What follows belongs to an exercise in optimizing a design on an open flow for small area; a production flow would make more cautious choices.
Only simulation tests tie the RTL to the original design; equivalence was not proved.
No activity file was given, so power comes from the tool's default toggle rates.

==> run E <==
==> flow/design.v <==
package tych_pkg;
  typedef struct packed {
    logic [511:0] data;
    logic         sop;
    logic         eop;
    logic         valid;
    logic         error;
    logic         skip_crc;
  } mac_avltx_t;
endpackage
module tych_tx_buf (
  input  logic                     clk,
  input  logic                     rst,
  input  tych_pkg::mac_avltx_t     in_tx,
  output logic                     in_ready,
  output tych_pkg::mac_avltx_t     out_tx,
  output logic [2:0]               level,
  input  logic                     out_ready,
  output logic [31:0]              pkt_count,
  output logic [15:0]              frame_err_count
);
  localparam int W = 516;    
  logic [W-1:0] mem_q [4];
  logic [W-1:0] wr_entry;
  logic [W-1:0] head;
  logic [3:0]   wsel_q;      
  logic [3:0]   wnot_q;      
  logic [3:0]   we, keep;    
  logic [3:0]   rsel_q;      
  logic [3:0]   hsel;        
  logic [2:0]   level_q, level_d;
  logic [31:0]  pkt_cnt_q;
  logic [15:0]  err_cnt_q;
  logic         in_pkt_q;
  logic         nonempty;
  logic         push_hs, orphan, sop_in_pkt, store, pop;
  assign in_ready   = rst && !level_q[2];
  assign push_hs    = in_tx.valid && in_ready;
  assign orphan     = push_hs && !in_pkt_q && !in_tx.sop;
  assign sop_in_pkt = push_hs && in_pkt_q && in_tx.sop;
  assign store      = push_hs && (in_pkt_q || in_tx.sop);
  assign nonempty   = (level_q != 3'd0);
  assign pop        = nonempty && out_ready;
  assign hsel       = rsel_q & {4{nonempty}};
  assign we         = wsel_q & {4{store}};
  assign keep       = wnot_q | {4{!store}};
  assign wr_entry = {in_tx.data, in_tx.sop, in_tx.eop,
                     in_tx.error || sop_in_pkt, in_tx.skip_crc};
  always_comb begin
    head = '0;
    for (int i = 0; i < 4; i++) head = head | (mem_q[i] & {W{hsel[i]}});
  end
  always_comb begin
    case ({store, pop})
      2'b10:   level_d = level_q + 3'd1;
      2'b01:   level_d = level_q - 3'd1;
      default: level_d = level_q;
    endcase
  end
  always_ff @(posedge clk or negedge rst) begin
    if (!rst) begin
      wsel_q    <= 4'b0001;
      wnot_q    <= 4'b1110;
      rsel_q    <= 4'b0001;
      level_q   <= '0;
      pkt_cnt_q <= '0;
      err_cnt_q <= '0;
      in_pkt_q  <= 1'b0;
    end else begin
      if (store) wsel_q <= {wsel_q[2:0], wsel_q[3]};
      if (store) wnot_q <= {wnot_q[2:0], wnot_q[3]};
      if (pop)   rsel_q <= {rsel_q[2:0], rsel_q[3]};
      level_q <= level_d;
      if (store) in_pkt_q <= !in_tx.eop;
      if (pop && head[2] && (pkt_cnt_q != '1)) pkt_cnt_q <= pkt_cnt_q + 32'd1;
      if ((orphan || sop_in_pkt) && (err_cnt_q != '1)) err_cnt_q <= err_cnt_q + 16'd1;
    end
  end
  always_ff @(posedge clk) begin
    for (int i = 0; i < 4; i++) begin
      mem_q[i] <= (wr_entry & {W{we[i]}}) | (mem_q[i] & {W{keep[i]}});
    end
  end
  assign out_tx = {head[515:4], head[3:2], nonempty, head[1:0]};
  assign level           = level_q;
  assign pkt_count       = pkt_cnt_q;
  assign frame_err_count = err_cnt_q;
endmodule
==> flow/flow/run.sh <==
#!/bin/bash
# Standard ORFS layout with these changes: ports buffered with buf_1 instead of the
# default delay buffer, a clock tree built from smaller clock buffers without dummy loads,
# the read multiplexer's gates re-covered with smaller cells before floorplanning
# (flow/remap.tcl), the large buffers (buf_6 and up) kept out of placement-time fanout
# repair, and the settings in config.mk. Synthesis runs first, unchanged.
# Each tool's output goes to its own log file here.
set -euo pipefail
bash standard.sh synth > make_synth.log 2>&1
bash standard.sh \
  "DONT_USE_CELLS=sky130_fd_sc_hd__probe_p_8 sky130_fd_sc_hd__probec_p_8 sky130_fd_sc_hd__lpflow_bleeder_1 sky130_fd_sc_hd__lpflow_clkbufkapwr_1 sky130_fd_sc_hd__lpflow_clkbufkapwr_16 sky130_fd_sc_hd__lpflow_clkbufkapwr_2 sky130_fd_sc_hd__lpflow_clkbufkapwr_4 sky130_fd_sc_hd__lpflow_clkbufkapwr_8 sky130_fd_sc_hd__lpflow_clkinvkapwr_1 sky130_fd_sc_hd__lpflow_clkinvkapwr_16 sky130_fd_sc_hd__lpflow_clkinvkapwr_2 sky130_fd_sc_hd__lpflow_clkinvkapwr_4 sky130_fd_sc_hd__lpflow_clkinvkapwr_8 sky130_fd_sc_hd__lpflow_decapkapwr_12 sky130_fd_sc_hd__lpflow_decapkapwr_3 sky130_fd_sc_hd__lpflow_decapkapwr_4 sky130_fd_sc_hd__lpflow_decapkapwr_6 sky130_fd_sc_hd__lpflow_decapkapwr_8 sky130_fd_sc_hd__lpflow_inputiso0n_1 sky130_fd_sc_hd__lpflow_inputiso0p_1 sky130_fd_sc_hd__lpflow_inputiso1n_1 sky130_fd_sc_hd__lpflow_inputiso1p_1 sky130_fd_sc_hd__lpflow_inputisolatch_1 sky130_fd_sc_hd__lpflow_isobufsrc_1 sky130_fd_sc_hd__lpflow_isobufsrc_16 sky130_fd_sc_hd__lpflow_isobufsrc_2 sky130_fd_sc_hd__lpflow_isobufsrc_4 sky130_fd_sc_hd__lpflow_isobufsrc_8 sky130_fd_sc_hd__lpflow_isobufsrckapwr_16 sky130_fd_sc_hd__lpflow_lsbuf_lh_hl_isowell_tap_1 sky130_fd_sc_hd__lpflow_lsbuf_lh_hl_isowell_tap_2 sky130_fd_sc_hd__lpflow_lsbuf_lh_hl_isowell_tap_4 sky130_fd_sc_hd__lpflow_lsbuf_lh_isowell_4 sky130_fd_sc_hd__lpflow_lsbuf_lh_isowell_tap_1 sky130_fd_sc_hd__lpflow_lsbuf_lh_isowell_tap_2 sky130_fd_sc_hd__lpflow_lsbuf_lh_isowell_tap_4 sky130_fd_sc_hd__buf_6 sky130_fd_sc_hd__buf_8 sky130_fd_sc_hd__buf_12 sky130_fd_sc_hd__buf_16" \
  "PRE_FLOORPLAN_TCL=$PWD/flow/remap.tcl" \
  "BUFFER_PORTS_ARGS=-buffer_cell sky130_fd_sc_hd__buf_1" \
  "CTS_ARGS=-sink_clustering_enable -repair_clock_nets -dont_use_dummy_load -buf_list {sky130_fd_sc_hd__clkbuf_16} -sink_clustering_size 27 -sink_clustering_max_diameter 90" \
  finish > make_finish.log 2>&1
==> flow/flow/remap.tcl <==
# Re-cover each OR of four AND pairs, which synthesis maps as
#   nand2(a22oi(p, q), a22oi(r, s)),
# as nand2(a222oi(p, q, r), nand2(s)): the same function in less cell area.
set block [ord::get_db_block]
set db [ord::get_db]
set m_a222oi [$db findMaster sky130_fd_sc_hd__a222oi_1]
set m_nand2 [$db findMaster sky130_fd_sc_hd__nand2_1]

proc out_net_single_load {inst pin} {
  set it [$inst findITerm $pin]
  set net [$it getNet]
  if {$net eq "NULL"} { return "" }
  if {[llength [$net getBTerms]] != 0} { return "" }
  if {[llength [$net getITerms]] != 2} { return "" }
  return $net
}

proc driver_inst {net} {
  foreach it [$net getITerms] {
    if {[$it isOutputSignal]} { return [$it getInst] }
  }
  return ""
}

set n 0
set cands {}
foreach inst [$block getInsts] {
  if {[[$inst getMaster] getName] ne "sky130_fd_sc_hd__nand2_1"} { continue }
  set na [[$inst findITerm A] getNet]
  set nb [[$inst findITerm B] getNet]
  if {$na eq "NULL" || $nb eq "NULL" || $na eq $nb} { continue }
  set da [driver_inst $na]
  set dbi [driver_inst $nb]
  if {$da eq "" || $dbi eq ""} { continue }
  if {[[$da getMaster] getName] ne "sky130_fd_sc_hd__a22oi_1"} { continue }
  if {[[$dbi getMaster] getName] ne "sky130_fd_sc_hd__a22oi_1"} { continue }
  if {[out_net_single_load $da Y] eq "" || [out_net_single_load $dbi Y] eq ""} { continue }
  lappend cands [list $inst $da $dbi]
}

foreach c $cands {
  lassign $c top g1 g2
  set y1 [[$g1 findITerm Y] getNet]
  set y2 [[$g2 findITerm Y] getNet]
  set p1 [[$g1 findITerm A1] getNet]
  set p2 [[$g1 findITerm A2] getNet]
  set q1 [[$g1 findITerm B1] getNet]
  set q2 [[$g1 findITerm B2] getNet]
  set r1 [[$g2 findITerm A1] getNet]
  set r2 [[$g2 findITerm A2] getNet]
  set s1 [[$g2 findITerm B1] getNet]
  set s2 [[$g2 findITerm B2] getNet]
  set n1 [$g1 getName]
  set n2 [$g2 getName]
  odb::dbInst_destroy $g1
  odb::dbInst_destroy $g2
  set a [odb::dbInst_create $block $m_a222oi "${n1}_rm"]
  [$a findITerm A1] connect $p1
  [$a findITerm A2] connect $p2
  [$a findITerm B1] connect $q1
  [$a findITerm B2] connect $q2
  [$a findITerm C1] connect $r1
  [$a findITerm C2] connect $r2
  [$a findITerm Y] connect $y1
  set b [odb::dbInst_create $block $m_nand2 "${n2}_rm"]
  [$b findITerm A] connect $s1
  [$b findITerm B] connect $s2
  [$b findITerm Y] connect $y2
  incr n
}
puts "remap: re-covered $n four-pair OR gates"
==> flow/standard.sh <==
#!/bin/bash
# synth_recipe.tcl (not shown) runs the flow's synth.tcl, then flattens the netlist and writes it again
# the make line also repeats each setting of config.mk as NAME=value (left out here)
make -C /OpenROAD-flow-scripts/flow DESIGN_CONFIG=/design/flow/config.mk WORK_HOME=/design/flow/orfs CLKGATE_MAP_FILE= SYNTH_SCRIPT=/design/flow/synth_recipe.tcl "${@:-finish}"
==> flow/config.mk <==
export PLATFORM = sky130hd
export DESIGN_NAME = tych_tx_buf
export DESIGN_NICKNAME = tych_tx_buf
export VERILOG_FILES = /design/flow/design.v
export SDC_FILE = /design/flow/constraint.sdc
export NUM_CORES = 4
export LEC_CHECK = 0
export CAP_MARGIN = 0
export CORE_MARGIN = 2
export CORE_UTILIZATION = 50
export SLEW_MARGIN = 0
==> flow/constraint.sdc <==
create_clock -name core_clock -period 6.0 [get_ports {clk}]
set_input_delay 1.2000 -clock core_clock [delete_from_list [all_inputs] [get_ports {clk}]]
set_output_delay 1.2000 -clock core_clock [all_outputs]
set_load 0.01 [all_outputs]
==> run G (differences from run E) <==
==> flow/flow/run.sh (replaced) <==
#!/bin/bash
# Standard ORFS layout with three changes: ports buffered with buf_1 instead of the
# default delay buffer, a clock tree built from smaller clock buffers without dummy loads,
# and the settings in config.mk. Each tool's output goes to its own log file here.
set -euo pipefail
bash standard.sh \
  "BUFFER_PORTS_ARGS=-buffer_cell sky130_fd_sc_hd__buf_1" \
  "CTS_ARGS=-sink_clustering_enable -repair_clock_nets -dont_use_dummy_load -buf_list {sky130_fd_sc_hd__clkbuf_4 sky130_fd_sc_hd__clkbuf_8}" \
  finish > make_finish.log 2>&1
Settings changed: CAP_MARGIN 0 to 20, CORE_UTILIZATION 50 to 40, SLEW_MARGIN 0 to 20.
removed: flow/flow/remap.tcl
==> qor summary <==
Sum of internal, switching and leakage power: run E 0.0228 W; run G 0.0262 W
Share of the final layout cell area in multi-input gates: run E 34.5%; run G 34.0%
Setup Slack @ Placement: run E 1.50 ns; run G 1.85 ns
Run status: run E finished clean; run G finished clean
Met2 usage in global routing: run E 47.6%; run G 39.4%
Switching share of total power: run E 24.7%; run G 24.8%
Total GRT Usage: run E 32.1%; run G 26.2%
Post-layout minimum cycle time: run E 5.34 ns; run G 5.36 ns
Clk cell area share: run E 2.81%; run G 5.77%
# Taps: run E 2016; run G 2495
Setup crit end: run E out_tx[78]; run G out_tx[122]
Clock skew: run E 0.0641 ns; run G 0.101 ns
Normalized max-slew margin: run E 14.9%; run G 19.5%
FMAX: run E 187 MHz; run G 186 MHz

[afterwards: timing with drivers on the ports]
How much do the figures lean on ideal ports? The routed layouts below were timed once more, with nothing changed but the port constraints.
Step 1 assumes that a clkbuf_16 drives the clock port and a buf_2 every other input.
Step 2 also shifts input and output timing later by t, the mid clock arrival at the registers, as if the neighbouring blocks saw the same clock.
a / b / c = ideal / step 1 / step 2; a / b = the first two.
run	shift t [ns]	setup WS [ns]	hold WS [ns]	worst slew at a driven data input, ns
run E	0.803	0.661 / 0.573 / 1.376	0.418 / 0.357 / 0.439	0.21
run G	1.119	0.636 / 0.554 / 1.673	0.358 / 0.299 / 0.456	0.21
After both steps setup and hold are still met in every run listed.
